This is an optimization exercise on Yosys and OpenROAD, whose aim is small area, a short achievable clock period and few clock cycles, not a production implementation. The RTL was checked by simulation tests, not by an equivalence proof against the original design. No activity file was given, so power comes from the tool's default toggle rates.

== job 6296 ==
==> flow/design.v (excerpt) <==
module aluTop #(
    parameter int OutCredits = 2
) (
    input  wire logic                 clk,
    input  wire logic                 rstN,
    input  wire logic                 inValid,
    input  wire logic [31:0]          instr,
    input  wire logic [DataWidth-1:0] regA,
    input  wire logic [DataWidth-1:0] regB,
    output logic                      inCredit,
    output logic                      outValid,
    output logic      [DataWidth-1:0] result,
    output logic      [2:0]           flags,
    output logic                      illegal,
    input  wire logic                 outCredit
);
Size in the first run: roughly 2,100 cells after synthesis, ~290 flip-flops, about 140 I/O pins, about 16,000 sq um of cells after synthesis.
clock: 8.5 ns
lec_check: 0
abc_area: 1
cap_margin: 20
core_margin: 2
core_utilization: 60
cts_buf_list: sky130_fd_sc_hd__clkbuf_4 sky130_fd_sc_hd__clkbuf_8
cts_cluster_diameter: 60
cts_cluster_size: 14
place_density: 0.8
slew_margin: 20
standard.sh (not shown) runs the stock make flow with config.mk's settings and CLKGATE_MAP_FILE= SYNTH_SCRIPT=/design/flow/synth_recipe.tcl, a recipe that flattens the netlist after the stock synthesis.
==> flow/flow/run.sh <==
#!/bin/bash
set -euo pipefail
bash standard.sh BUFFER_PORTS_ARGS="-buffer_cell sky130_fd_sc_hd__buf_2" SETUP_SLACK_MARGIN=5.65 finish > flow_make.log 2>&1
Testbench counts of job 6296, summed over its fixed seeds: cycles 4,024.
The following lists how job 6302 was set up differently from job 6296:
- changing CTS_CLUSTER_DIAMETER from 60 to 100
- changing CTS_BUF_LIST from sky130_fd_sc_hd__clkbuf_4 sky130_fd_sc_hd__clkbuf_8 to sky130_fd_sc_hd__clkbuf_16
- changing CTS_CLUSTER_SIZE from 14 to 30
==> flow/flow/run.sh <==
#!/bin/bash
set -euo pipefail
bash standard.sh BUFFER_PORTS_ARGS="-buffer_cell sky130_fd_sc_hd__buf_1" SETUP_SLACK_MARGIN=5.9 finish > flow_make.log 2>&1
--- outcome ---
- Min global routing usage on met1 across job 6296 and job 6302: job 6296
- Comparing job 6296 and job 6302, internal power summed over all cells is higher on job 6296.
- Setup slack: job 6302 more than job 6296
- The run showing the greater count of buffers not belonging to the clock network in the layout is job 6302.
- result[12] as the capturing element of the worst setup path was reported by job 6302, and result[6] by job 6296.
- Comparing via count of the first global-routing pass for job 6296 and job 6302, the smaller number came from job 6296.
- Worst setup path startpoint: uQueue.head[12] -> job 6302, uQueue.head[6] -> job 6296
- Compared job 6302 vs job 6296, and maximum resistive drop on vdd is up in job 6302.
- Summary of the comparison: relative contribution of the clock network to total power is lower in job 6302, relative to job 6296.
- In terms of cell count after placement, job 6296 and job 6302 differ only marginally.
- Looking at final period demand of the worst path, job 6302 sits 0.073 ns below job 6296.
- The final reports for job 6302 and job 6296 show leakage component of the power lower in the former.
### job 6302 -> job 5597
- CTS_BUF_LIST now sky130_fd_sc_hd__clkbuf_8 sky130_fd_sc_hd__clkbuf_16, was sky130_fd_sc_hd__clkbuf_16
- CTS_CLUSTER_DIAMETER now 80, was 100
- CTS_CLUSTER_SIZE now 24, was 30
==> flow/flow/run.sh <==
#!/bin/bash
set -euo pipefail
cp -r "$FLOW_HOME/scripts" myscripts
chmod -R u+w myscripts
cp flow/abc_area.script myscripts/abc_area.script
KNOBS=(BUFFER_PORTS_ARGS="-buffer_cell sky130_fd_sc_hd__buf_1" SETUP_SLACK_MARGIN=5.8)
bash standard.sh SCRIPTS_DIR="$PWD/myscripts" "${KNOBS[@]}" synth > flow_synth.log 2>&1
bash standard.sh "${KNOBS[@]}" finish > flow_make.log 2>&1
==> flow/flow/abc_area.script (new file) <==
&get -n
&st
&syn2
&dch
&nf -R 1000
&st
&syn2
&dch
&nf -R 1000
&put
topo
stime -c
buffer -c
upsize -c
dnsize -c
Findings:
Starting utilization of the core area ended up 0.32 points lower on job 5597 than on job 6302. The run showing the greater non-clock buffer count is job 5597. Going from job 6302 to job 5597, final worst slack went down; complex-gate fraction of the synthesized area went up; reported clock group power went up; full die area went down; pre-CTS setup slack went up. Higher proportion of layout cells with a drive suffix above 1 among job 6302 and job 5597: job 5597. Post-layout utilization of the core in job 5597 is 3.8 points above job 6302. Relative to job 6302, the final cell area reported for job 5597 is lower.

---

## try-quartz
aluTop, a different RTL version from the one above (not shown whole).
Size: roughly 2,200 cells after synthesis, about 140 I/O pins, ~17,000 µm² of cells after synthesis.
export LEC_CHECK = 0
export ABC_AREA = 1
export CAP_MARGIN = 20
export CORE_MARGIN = 2
export CORE_UTILIZATION = 60
export CTS_BUF_LIST = sky130_fd_sc_hd__clkbuf_2 sky130_fd_sc_hd__clkbuf_4 sky130_fd_sc_hd__clkbuf_8
export PLACE_DENSITY = 0.8
export SETUP_SLACK_MARGIN = 5
export SLEW_MARGIN = 20
create_clock -name core_clock -period 8.5 [get_ports {clk}]
==> flow/flow/run.sh <==
#!/bin/bash
set -euo pipefail
bash standard.sh BUFFER_PORTS_ARGS="-buffer_cell sky130_fd_sc_hd__buf_2" finish > flow_make.log 2>&1
Testbench counts of try-quartz, summed over its fixed seeds: cycles 4,024.
Modified inputs, try-willow compared to try-quartz
Settings: clearing SETUP_SLACK_MARGIN, which used to be 5.
==> flow/flow/run.sh <==
#!/bin/bash
set -euo pipefail
bash standard.sh BUFFER_PORTS_ARGS="-buffer_cell sky130_fd_sc_hd__buf_2" SETUP_SLACK_MARGIN=5.65 finish > flow_make.log 2>&1
Findings:
Every stage of the flow completed for try-willow, and the final layout passed the timing, DRC and antenna checks.
Compared to try-quartz, try-willow has routability congestion estimate 0.055 lower.
Clock-buffer cell count in try-willow vs try-quartz: up 3
Post-route fraction of the period consumed by the critical path (higher): try-quartz
Delta (try-willow minus try-quartz): power increased about 1.8%; proportion of final cell area spent on non-clock buffers essentially unchanged.
Going from try-quartz to try-willow, wire length of the first global-routing pass grows by 2.6%.
Compared with try-quartz, try-willow shows a share of post-route cells with drive strength above 1 that is 0.50 points higher.
try-willow improves on try-quartz in slack of the worst reg-to-reg path.
Going from try-quartz to try-willow, growth of design area from synthesis to finish grows by 0.59 points.
Comparing try-quartz and try-willow, the higher met2 usage is on try-willow.
[inputs] try-harbor vs try-willow
Settings: SYNTH_HIERARCHICAL: unset -> 1; SETUP_SLACK_MARGIN: unset -> 5; ABC_AREA: 1 -> unset.
==> flow/flow/run.sh <==
#!/bin/bash
set -euo pipefail
bash standard.sh BUFFER_PORTS_ARGS="-buffer_cell sky130_fd_sc_hd__buf_2" finish > flow_make.log 2>&1
[summary]
- Reported for try-willow and try-harbor, number of flops mapped to enable cells by yosys turned out identical to the last digit.
- Of try-willow and try-harbor, the run reporting the higher cell area after layout was try-willow.
- Synthesized-area fraction occupied by and/or/nand/nor cells for try-harbor is lower than for try-willow.
- Between try-willow and try-harbor, starting density of the core is lower for try-willow, try-harbor comes in above that.
- Dominant combinational cell family by area after synthesis = multiplexers: try-harbor; dominant combinational cell family by area after synthesis = simple AND/OR/NAND/NOR gates: try-willow
- try-willow has a lower fraction of the yosys area taken by sequential cells than try-harbor.
- Sort try-willow and try-harbor by fill cell instance count of the final layout, ascending, and try-harbor comes first.
Setup changes, try-harbor to try-juniper
Settings: SYNTH_HIERARCHICAL: 1 -> unset.
## What came out
- The final reports for try-juniper and try-harbor show number of rows created at floorplan higher in the former.
- Against try-harbor, try-juniper comes in 3.1% higher on total power draw.
- [try-juniper] worst hold slack rose 0.0051 ns relative to try-harbor
- met3 usage in global routing was higher in try-juniper than in try-harbor.
- In try-juniper, fraction of final layout cells with drive strength greater than 1 is lower than in try-harbor.
- Per the comparison of try-juniper with try-harbor, number of well taps shows an increase of 13%, initial core utilization lower.
- Where detailed-route wire length is concerned, try-harbor is better than try-juniper.
- Minimum clock period (try-juniper over try-harbor): decrease, 0.13 ns
- Measured against try-juniper, the cell area of try-harbor comes out at 0.948 times the reference value.

---

aluTop with an RTL version that a note above also has.
For scale: ~2,100 cells after synthesis, ~290 flip-flops, roughly 140 I/O pins, about 16,000 um2 of cells after synthesis.
clock: 8.5 ns
lec_check: 0
abc_area: 1
cap_margin: 20
core_margin: 2
core_utilization: 70
cts_buf_list: sky130_fd_sc_hd__clkbuf_4 sky130_fd_sc_hd__clkbuf_8
cts_cluster_diameter: 60
cts_cluster_size: 14
place_density: 0.85
slew_margin: 20
==> flow/flow/run.sh <==
#!/bin/bash
set -euo pipefail
bash standard.sh BUFFER_PORTS_ARGS="-buffer_cell sky130_fd_sc_hd__buf_2" SETUP_SLACK_MARGIN=5.65 finish > flow_make.log 2>&1
The first run finished clean.
Testbench counts at the start, summed over its fixed seeds: cycles 4,024.
==> next run, changes <==
==> flow/flow/run.sh (replaced) <==
#!/bin/bash
set -euo pipefail
cp -r "$FLOW_HOME/scripts" myscripts
chmod -R u+w myscripts
cp flow/abc_area.script myscripts/abc_area.script
KNOBS=(BUFFER_PORTS_ARGS="-buffer_cell sky130_fd_sc_hd__buf_1" SETUP_SLACK_MARGIN=5.8)
bash standard.sh SCRIPTS_DIR="$PWD/myscripts" "${KNOBS[@]}" synth > flow_synth.log 2>&1
bash standard.sh "${KNOBS[@]}" finish > flow_make.log 2>&1
==> flow/flow/abc_area.script (new file) <==
&get -n
&st
&dch
&nf -R 1000
&put
topo
stime -c
buffer -c
upsize -c
dnsize -c
- CORE_UTILIZATION: 70 -> 60
- CTS_BUF_LIST: sky130_fd_sc_hd__clkbuf_4 sky130_fd_sc_hd__clkbuf_8 -> sky130_fd_sc_hd__clkbuf_8 sky130_fd_sc_hd__clkbuf_16
- CTS_CLUSTER_DIAMETER: 60 -> 80
- CTS_CLUSTER_SIZE: 14 -> 24
- PLACE_DENSITY: 0.85 -> 0.8
Core utilization goes down by 9.8 points; die area goes up by roughly a tenth; design area goes down by a few percent; routed wire length goes down by roughly a tenth; worst setup slack got worse by 0.018 ns; hold slack barely changes; via count goes down by about a fifth; area after synthesis goes down by a few percent.
==> next run, changes <==
==> flow/flow/run.sh (replaced) <==
#!/bin/bash
set -euo pipefail
bash standard.sh BUFFER_PORTS_ARGS="-buffer_cell sky130_fd_sc_hd__buf_1" SETUP_SLACK_MARGIN=5.65 finish > flow_make.log 2>&1
- CTS_BUF_LIST: sky130_fd_sc_hd__clkbuf_8 sky130_fd_sc_hd__clkbuf_16 -> sky130_fd_sc_hd__clkbuf_4 sky130_fd_sc_hd__clkbuf_8
- CTS_CLUSTER_DIAMETER: 80 -> 60
- CTS_CLUSTER_SIZE: 24 -> 14
removed: flow/flow/abc_area.script
The changed run completed without violations; worst setup slack is better by 0.014 ns; routed wire length grows by 12%; clock-buffer cell count rises by 23; register-to-register slack hardly moves; die area rises by 5.9%; non-clock buffer count shrinks by 12; clock power increases by 3.2%.
==> next run, changes <==
==> flow/flow/run.sh (replaced) <==
#!/bin/bash
set -euo pipefail
cp -r "$FLOW_HOME/scripts" myscripts
chmod -R u+w myscripts
cp flow/abc_area.script myscripts/abc_area.script
KNOBS=(BUFFER_PORTS_ARGS="-buffer_cell sky130_fd_sc_hd__buf_1" SETUP_SLACK_MARGIN=5.8)
bash standard.sh SCRIPTS_DIR="$PWD/myscripts" "${KNOBS[@]}" synth > flow_synth.log 2>&1
bash standard.sh "${KNOBS[@]}" finish > flow_make.log 2>&1
==> flow/flow/abc_area.script (new file) <==
strash
dch
map -a -B 0.9
strash
dch
map -a -B 0.9
topo
stime -c
buffer -c
upsize -c
dnsize -c
- CTS_BUF_LIST: sky130_fd_sc_hd__clkbuf_4 sky130_fd_sc_hd__clkbuf_8 -> sky130_fd_sc_hd__clkbuf_8 sky130_fd_sc_hd__clkbuf_16
- CTS_CLUSTER_DIAMETER: 60 -> 80
- CTS_CLUSTER_SIZE: 14 -> 24
Effect: Maximum frequency went down by 3.1%. Power increases by 4.1%. Area after synthesis decreases by 5.7%. Critical path depth increases by 19.
==> next run, changes <==
==> flow/flow/run.sh (replaced) <==
#!/bin/bash
set -euo pipefail
cp -r "$FLOW_HOME/scripts" myscripts
chmod -R u+w myscripts
cp flow/abc_area.script myscripts/abc_area.script
KNOBS=(BUFFER_PORTS_ARGS="-buffer_cell sky130_fd_sc_hd__buf_1" SETUP_SLACK_MARGIN=6.0)
bash standard.sh SCRIPTS_DIR="$PWD/myscripts" "${KNOBS[@]}" synth > flow_synth.log 2>&1
bash standard.sh "${KNOBS[@]}" finish > flow_make.log 2>&1
==> flow/flow/abc_area.script (replaced) <==
&get -n
&st
&dch
&nf -R 1000
&put
topo
stime -c
buffer -c
upsize -c
dnsize -c
Outcome:
- The changed run passed the timing, DRC and antenna checks
- wire length shrinks by 4.8%
- power shrinks by 5.2%
- clock-buffer cell count stays the same
- setup slack gets better by 0.054 ns
- worst hold slack gets better by 0.019 ns
- cell count shrinks by 12%
- design area grows by 4.7%

## static timing again, ports no longer ideal
How much do the figures lean on ideal ports? The routed layouts below were timed once more, with nothing changed but the port constraints.
Step 1 sets driving cells, clkbuf_16 on the clock port and buf_2 on the other inputs (assumed; they add their load-dependent delay and slew).
Step 2 moves the port delays by t, midway between the first and last clock arrival at a register: inputs arrive t later, outputs are due t later. That takes back most of the time a late clock gives input paths.
Three values: ideal, step 1, step 2; two values: the first two.
run | shift t [ns] | slack for setup (ns) | worst register clock-pin slew, ns
job 6296 | 0.634 | 5.641 / 5.593 / 5.243 | 0.10 / 0.10
job 6302 | 0.535 | 5.714 / 5.665 / 5.466 | 0.12 / 0.12
job 5597 | 0.544 | 5.350 / 5.350 / 5.270 | 0.10 / 0.10
try-quartz | 0.633 | 5.535 / 5.567 / 4.933 | 0.08 / 0.08
try-willow | 0.622 | 5.689 / 5.637 / 5.277 | 0.07 / 0.07
try-harbor | 0.613 | 5.198 / 5.198 / 4.956 | 0.07 / 0.07
try-juniper | 0.603 | 5.330 / 5.330 / 4.923 | 0.07 / 0.07
the first run of note 3 | 0.626 | 5.669 / 5.617 / 5.196 | 0.10 / 0.10
the second run of note 3 | 0.557 | 5.651 / 5.604 / 5.318 | 0.09 / 0.09
the third run of note 3 | 0.619 | 5.665 / 5.615 / 5.097 | 0.09 / 0.09
the fourth run of note 3 | 0.550 | 5.575 / 5.575 / 5.393 | 0.10 / 0.10
the fifth run of note 3 | 0.564 | 5.628 / 5.580 / 5.294 | 0.10 / 0.10
After both steps setup and hold are still met in every run listed. For try-quartz, which loses most, drivers alone change the setup slack by +0.032 ns; drivers and shift together by -0.602 ns.
